Context: an optimization exercise on an open-source flow, tuned for small area, a short achievable clock period and few clock cycles per item. The choices shown serve that exercise and are no tape-out recipe. Only simulation tests tie the RTL to the original design; equivalence was not proved.

Design mac_accumulator, start of the top module:
module mac_accumulator #(
  parameter int WIDTH     = 25,
  parameter int ACC_WIDTH = 64
) (
  input  logic                 clk,
  input  logic                 rst,
  input  logic                 in_valid,
  output logic                 in_ready,
  input  logic [WIDTH-1:0]     in_a,
  input  logic [WIDTH-1:0]     in_x,
  input  logic                 in_last,
  output logic                 out_valid,
  input  logic                 out_ready,
  output logic [ACC_WIDTH-1:0] out_sum,
  output logic [15:0]          out_count,
  output logic                 out_ovf
);
clock: 12.0 ns
lec_check: 0
cap_margin: 20
core_margin: 2
core_utilization: 40
slew_margin: 20
synth_hierarchical: 1
synth_minimum_keep_size: 0
standard.sh (not shown) runs the stock make flow with config.mk's settings and CLKGATE_MAP_FILE= SYNTH_SCRIPT=/design/flow/synth_recipe.tcl, a recipe that flattens the netlist after the stock synthesis.
==> flow/flow/run.sh <==
#!/bin/bash
# The standard layout (standard.sh) with two changes: repair_timing aims for
# 8.7 ns of setup slack on the 12 ns clock (so the achieved period shrinks), and the
# port buffers that buffer_ports inserts use sky130_fd_sc_hd__buf_2.
set -euo pipefail
EXTRA='SETUP_SLACK_MARGIN=8.7 "BUFFER_PORTS_ARGS=-buffer_cell sky130_fd_sc_hd__buf_2"'
sed "s|^make -C |make $EXTRA -C |" standard.sh > standard_tuned.sh
bash standard_tuned.sh > flow_make.log 2>&1
The first run went through all stages and came out clean.
Testbench counts at the start, summed over its fixed seeds: cycles 16,312, beats 16,288.
Next try:
--- a/flow/flow/run.sh
+++ b/flow/flow/run.sh
@@ -3 +3 @@
-# 8.7 ns of setup slack on the 12 ns clock (so the achieved period shrinks), and the
+# 8.2 ns of setup slack on the 12 ns clock (so the achieved period shrinks), and the
@@ -6 +6 @@
-EXTRA='SETUP_SLACK_MARGIN=8.7 "BUFFER_PORTS_ARGS=-buffer_cell sky130_fd_sc_hd__buf_2"'
+EXTRA='SETUP_SLACK_MARGIN=8.2 "BUFFER_PORTS_ARGS=-buffer_cell sky130_fd_sc_hd__buf_2"'
- synthesized area does not change
- setup slack improves by 0.019 ns
- routed wire length came out lower by a few percent
- worst hold slack gets worse by 0.011 ns
- cell area is lower by a little under a tenth
- register-to-register slack gains 0.02 ns
- maximum frequency increases slightly
- sequential cell count stays the same
Next try:
--- a/flow/flow/run.sh
+++ b/flow/flow/run.sh
@@ -3 +3 @@
-# 8.2 ns of setup slack on the 12 ns clock (so the achieved period shrinks), and the
+# 8.0 ns of setup slack on the 12 ns clock (so the achieved period shrinks), and the
@@ -6 +6 @@
-EXTRA='SETUP_SLACK_MARGIN=8.2 "BUFFER_PORTS_ARGS=-buffer_cell sky130_fd_sc_hd__buf_2"'
+EXTRA='SETUP_SLACK_MARGIN=8.0 "BUFFER_PORTS_ARGS=-buffer_cell sky130_fd_sc_hd__buf_2"'
After rerunning: Die area stays the same; final cell count shrinks slightly; core utilization drops by 1.3 points; clock skew fell by 0.0060 ns.
Next try:
--- a/flow/flow/run.sh
+++ b/flow/flow/run.sh
@@ -3 +3 @@
-# 8.0 ns of setup slack on the 12 ns clock (so the achieved period shrinks), and the
+# 8.3 ns of setup slack on the 12 ns clock (so the achieved period shrinks), and the
@@ -6 +6 @@
-EXTRA='SETUP_SLACK_MARGIN=8.0 "BUFFER_PORTS_ARGS=-buffer_cell sky130_fd_sc_hd__buf_2"'
+EXTRA='SETUP_SLACK_MARGIN=8.3 "BUFFER_PORTS_ARGS=-buffer_cell sky130_fd_sc_hd__buf_2"'
Settings changed: CORE_UTILIZATION 40 to 55.
After rerunning: The changed run completed with no timing, DRC or antenna violations; clock-buffer cell count shrinks by 5; worst setup slack is better by 0.21 ns; clock skew shrinks by 0.0071 ns; die area shrinks by about 27%; core utilization grows by 19 points; design area grows by 3.1%; sequential share of layout area shrinks by 0.90 points; sequential cell count is unchanged; via count grows by 0.73%.

* * *

oak:
mac_accumulator again, from the RTL that the note above started with.
// mac_accumulator
module mac_accumulator #(
  parameter int WIDTH     = 25,
  parameter int ACC_WIDTH = 64
) (
  input  logic                 clk,
  input  logic                 rst,
  input  logic                 in_valid,
  output logic                 in_ready,
  input  logic [WIDTH-1:0]     in_a,
  input  logic [WIDTH-1:0]     in_x,
  input  logic                 in_last,
  output logic                 out_valid,
  input  logic                 out_ready,
  output logic [ACC_WIDTH-1:0] out_sum,
  output logic [15:0]          out_count,
  output logic                 out_ovf
);
  logic in_ready_q, skid_v, v0, v1, outv, cont;
  logic adv, accept;
  assign adv      = ~(outv & ~out_ready);
  assign accept   = in_valid & in_ready_q;
  assign in_ready = in_ready_q;
  logic [24:0] skid_a, skid_x;
  logic        skid_l;
  logic [24:0] s0_a;
  logic [12:0] s0_one, s0_two;
  logic [11:0] s0_neg;
  logic        l0;
  logic [24:0] m_a, m_x;
  logic        m_l;
  logic [25:0] xe;
  logic [12:0] e_one, e_two, e_neg;
  assign m_a = skid_v ? skid_a : in_a;
  assign m_x = skid_v ? skid_x : in_x;
  assign m_l = skid_v ? skid_l : in_last;
  assign xe  = {1'b0, m_x};
  ...
export LEC_CHECK = 0
export CAP_MARGIN = 20
export CORE_MARGIN = 2
export CORE_UTILIZATION = 40
export CTS_CLUSTER_DIAMETER = 120
export CTS_CLUSTER_SIZE = 22
export SLEW_MARGIN = 20
export SYNTH_HIERARCHICAL = 1
export SYNTH_MINIMUM_KEEP_SIZE = 0
create_clock -name core_clock -period 12.0 [get_ports {clk}]
==> flow/flow/run.sh <==
#!/bin/bash
# The standard layout (standard.sh) with two changes: repair_timing aims for
# 8.3 ns of setup slack on the 12 ns clock (so the achieved period shrinks), and the
# port buffers that buffer_ports inserts use sky130_fd_sc_hd__buf_2.
set -euo pipefail
EXTRA='SETUP_SLACK_MARGIN=8.3 "BUFFER_PORTS_ARGS=-buffer_cell sky130_fd_sc_hd__buf_2"'
sed "s|^make -C |make $EXTRA -C |" standard.sh > standard_tuned.sh
bash standard_tuned.sh > flow_make.log 2>&1
oak finished all stages; the layout is clean.
Testbench counts of oak, summed over its fixed seeds: cycles 16,312, beats 16,288.
For pine, these inputs were changed with respect to oak:
- CTS_CLUSTER_SIZE now 25, was 22
diff --git a/flow/flow/run.sh b/flow/flow/run.sh
--- a/flow/flow/run.sh
+++ b/flow/flow/run.sh
@@ -3 +3 @@
-# 8.3 ns of setup slack on the 12 ns clock (so the achieved period shrinks), and the
+# 8.2 ns of setup slack on the 12 ns clock (so the achieved period shrinks), and the
@@ -6 +6 @@
-EXTRA='SETUP_SLACK_MARGIN=8.3 "BUFFER_PORTS_ARGS=-buffer_cell sky130_fd_sc_hd__buf_2"'
+EXTRA='SETUP_SLACK_MARGIN=8.2 "BUFFER_PORTS_ARGS=-buffer_cell sky130_fd_sc_hd__buf_2"'
NOTE: utilization in pine falls short of that of oak. Number of cells on the worst reg-to-reg path delta for pine relative to oak: 4 higher. pine vs oak: shortest clock period the worst path allows after layout up in pine. Looking only at number of antenna violations at the first check in global routing, and setting everything else aside, the higher value of oak and pine goes to oak. [pine] critical path depth rose 4 relative to oak. Reg2reg setup slack (higher): oak. Going from oak to pine, design area shrank slightly. The total of clock buffers placed in the layout in pine is 0.875 times that in oak.
Relative to pine, the following input files were edited for birch:
- CTS_CLUSTER_DIAMETER no longer set, was 120
- CTS_CLUSTER_SIZE no longer set, was 25
diff --git a/flow/flow/run.sh b/flow/flow/run.sh
--- a/flow/flow/run.sh
+++ b/flow/flow/run.sh
@@ -3 +3 @@
-# 8.2 ns of setup slack on the 12 ns clock (so the achieved period shrinks), and the
+# 7.7 ns of setup slack on the 12 ns clock (so the achieved period shrinks), and the
@@ -6 +6 @@
-EXTRA='SETUP_SLACK_MARGIN=8.2 "BUFFER_PORTS_ARGS=-buffer_cell sky130_fd_sc_hd__buf_2"'
+EXTRA='SETUP_SLACK_MARGIN=7.7 "BUFFER_PORTS_ARGS=-buffer_cell sky130_fd_sc_hd__buf_2"'
birch completed every stage of the flow, and the final layout passed the timing, DRC and antenna checks. Compared to pine, birch has post-CTS setup-driven buffer insertion count 19 lower. Diff pine -> birch | shortest period the worst path allows | increase of 280 ps. Summary of the comparison: number of cells on the worst reg-to-reg path is lower in birch, relative to pine. In birch, net count reported at finish is lower than in pine. Cells: birch has more instances than pine. Diff pine -> birch: via count saw a decrease. Compare birch and pine | final core area utilization higher: pine. Going from pine to birch, final area shrank slightly. Between pine and birch, global-route usage decreased.
Input-level comparison between maple and birch:
- PLACE_DENSITY now 0.75, previously not set
diff --git a/flow/flow/run.sh b/flow/flow/run.sh
--- a/flow/flow/run.sh
+++ b/flow/flow/run.sh
@@ -3 +3 @@
-# 7.7 ns of setup slack on the 12 ns clock (so the achieved period shrinks), and the
+# 8.3 ns of setup slack on the 12 ns clock (so the achieved period shrinks), and the
@@ -6 +6 @@
-EXTRA='SETUP_SLACK_MARGIN=7.7 "BUFFER_PORTS_ARGS=-buffer_cell sky130_fd_sc_hd__buf_2"'
+EXTRA='SETUP_SLACK_MARGIN=8.3 "BUFFER_PORTS_ARGS=-buffer_cell sky130_fd_sc_hd__buf_2"'
==> comparison <==
Across birch and maple, none had a timing, DRC or antenna violation.
Across both runs, data required time of the critical path was lower for maple than for birch.
maple vs. birch: utilization after layout went up by 1.8 points.
In maple, clock buffer and inverter area fraction after layout is lower than in birch.
Across both runs, total detailed-routing wirelength was higher for maple than for birch.
Going from birch to maple, least setup slack across all paths after layout climbed 310 ps; wire length of the first global-routing pass climbed about 2.5%; final critical-path required period dropped 310 ps.
Inputs modified between maple and cedar:
- removing PLACE_DENSITY (formerly 0.75)
==> run summary <==
- The final layouts of cedar and maple pass the timing, DRC and antenna checks.
- Of cedar and maple, the higher total length of routed met2 wires belongs to cedar.
- Highest clock frequency the design can meet: cedar higher than maple
- cedar ends up with higher global-route usage than maple does.

## what the ideal ports hide
Ports are ideal in the flow. The routed layouts listed here were re-timed in OpenROAD.
Step 1 (the two cells are an assumption about what drives the block):
set clk [get_ports {clk}]
set_driving_cell -lib_cell sky130_fd_sc_hd__clkbuf_16 $clk
set_driving_cell -lib_cell sky130_fd_sc_hd__buf_2 [delete_from_list [all_inputs] $clk]
Step 2 also shifts input and output timing later by t, the mid clock arrival at the registers, as if the neighbouring blocks saw the same clock.
a / b / c = no drivers / after step 1 / after step 2; a / b = the first two.
run | t (ns) | setup slack, ns | worst setup path at the end | latest minus earliest clock arrival (ns) | worst slew at a driven data input, ns
the first run of note 1 | 0.615 | 8.213 / 8.213 / 8.172 | input to register | 0.035 / 0.035 | 0.04
the second run of note 1 | 0.613 | 8.233 / 8.228 / 7.759 | input to register | 0.034 / 0.034 | 0.06
the third run of note 1 | 0.611 | 8.068 / 8.068 / 7.728 | input to register | 0.029 / 0.029 | 0.05
the fourth run of note 1 | 0.615 | 8.279 / 8.274 / 7.898 | input to register | 0.021 / 0.021 | 0.05
oak | 0.607 | 8.294 / 8.283 / 7.857 | input to register | 0.035 / 0.035 | 0.07
pine | 0.589 | 8.205 / 8.205 / 7.780 | input to register | 0.035 / 0.035 | 0.06
birch | 0.609 | 7.927 / 7.927 / 7.685 | input to register | 0.020 / 0.020 | 0.06
maple | 0.607 | 8.235 / 8.235 / 7.899 | input to register | 0.015 / 0.015 | 0.07
cedar | 0.636 | 8.295 / 8.269 / 7.855 | input to register | 0.040 / 0.040 | 0.07
After both steps every run listed still meets setup and hold. For the second run of note 1, which loses most, drivers alone change the setup slack by -0.005 ns; drivers and shift together by -0.474 ns.
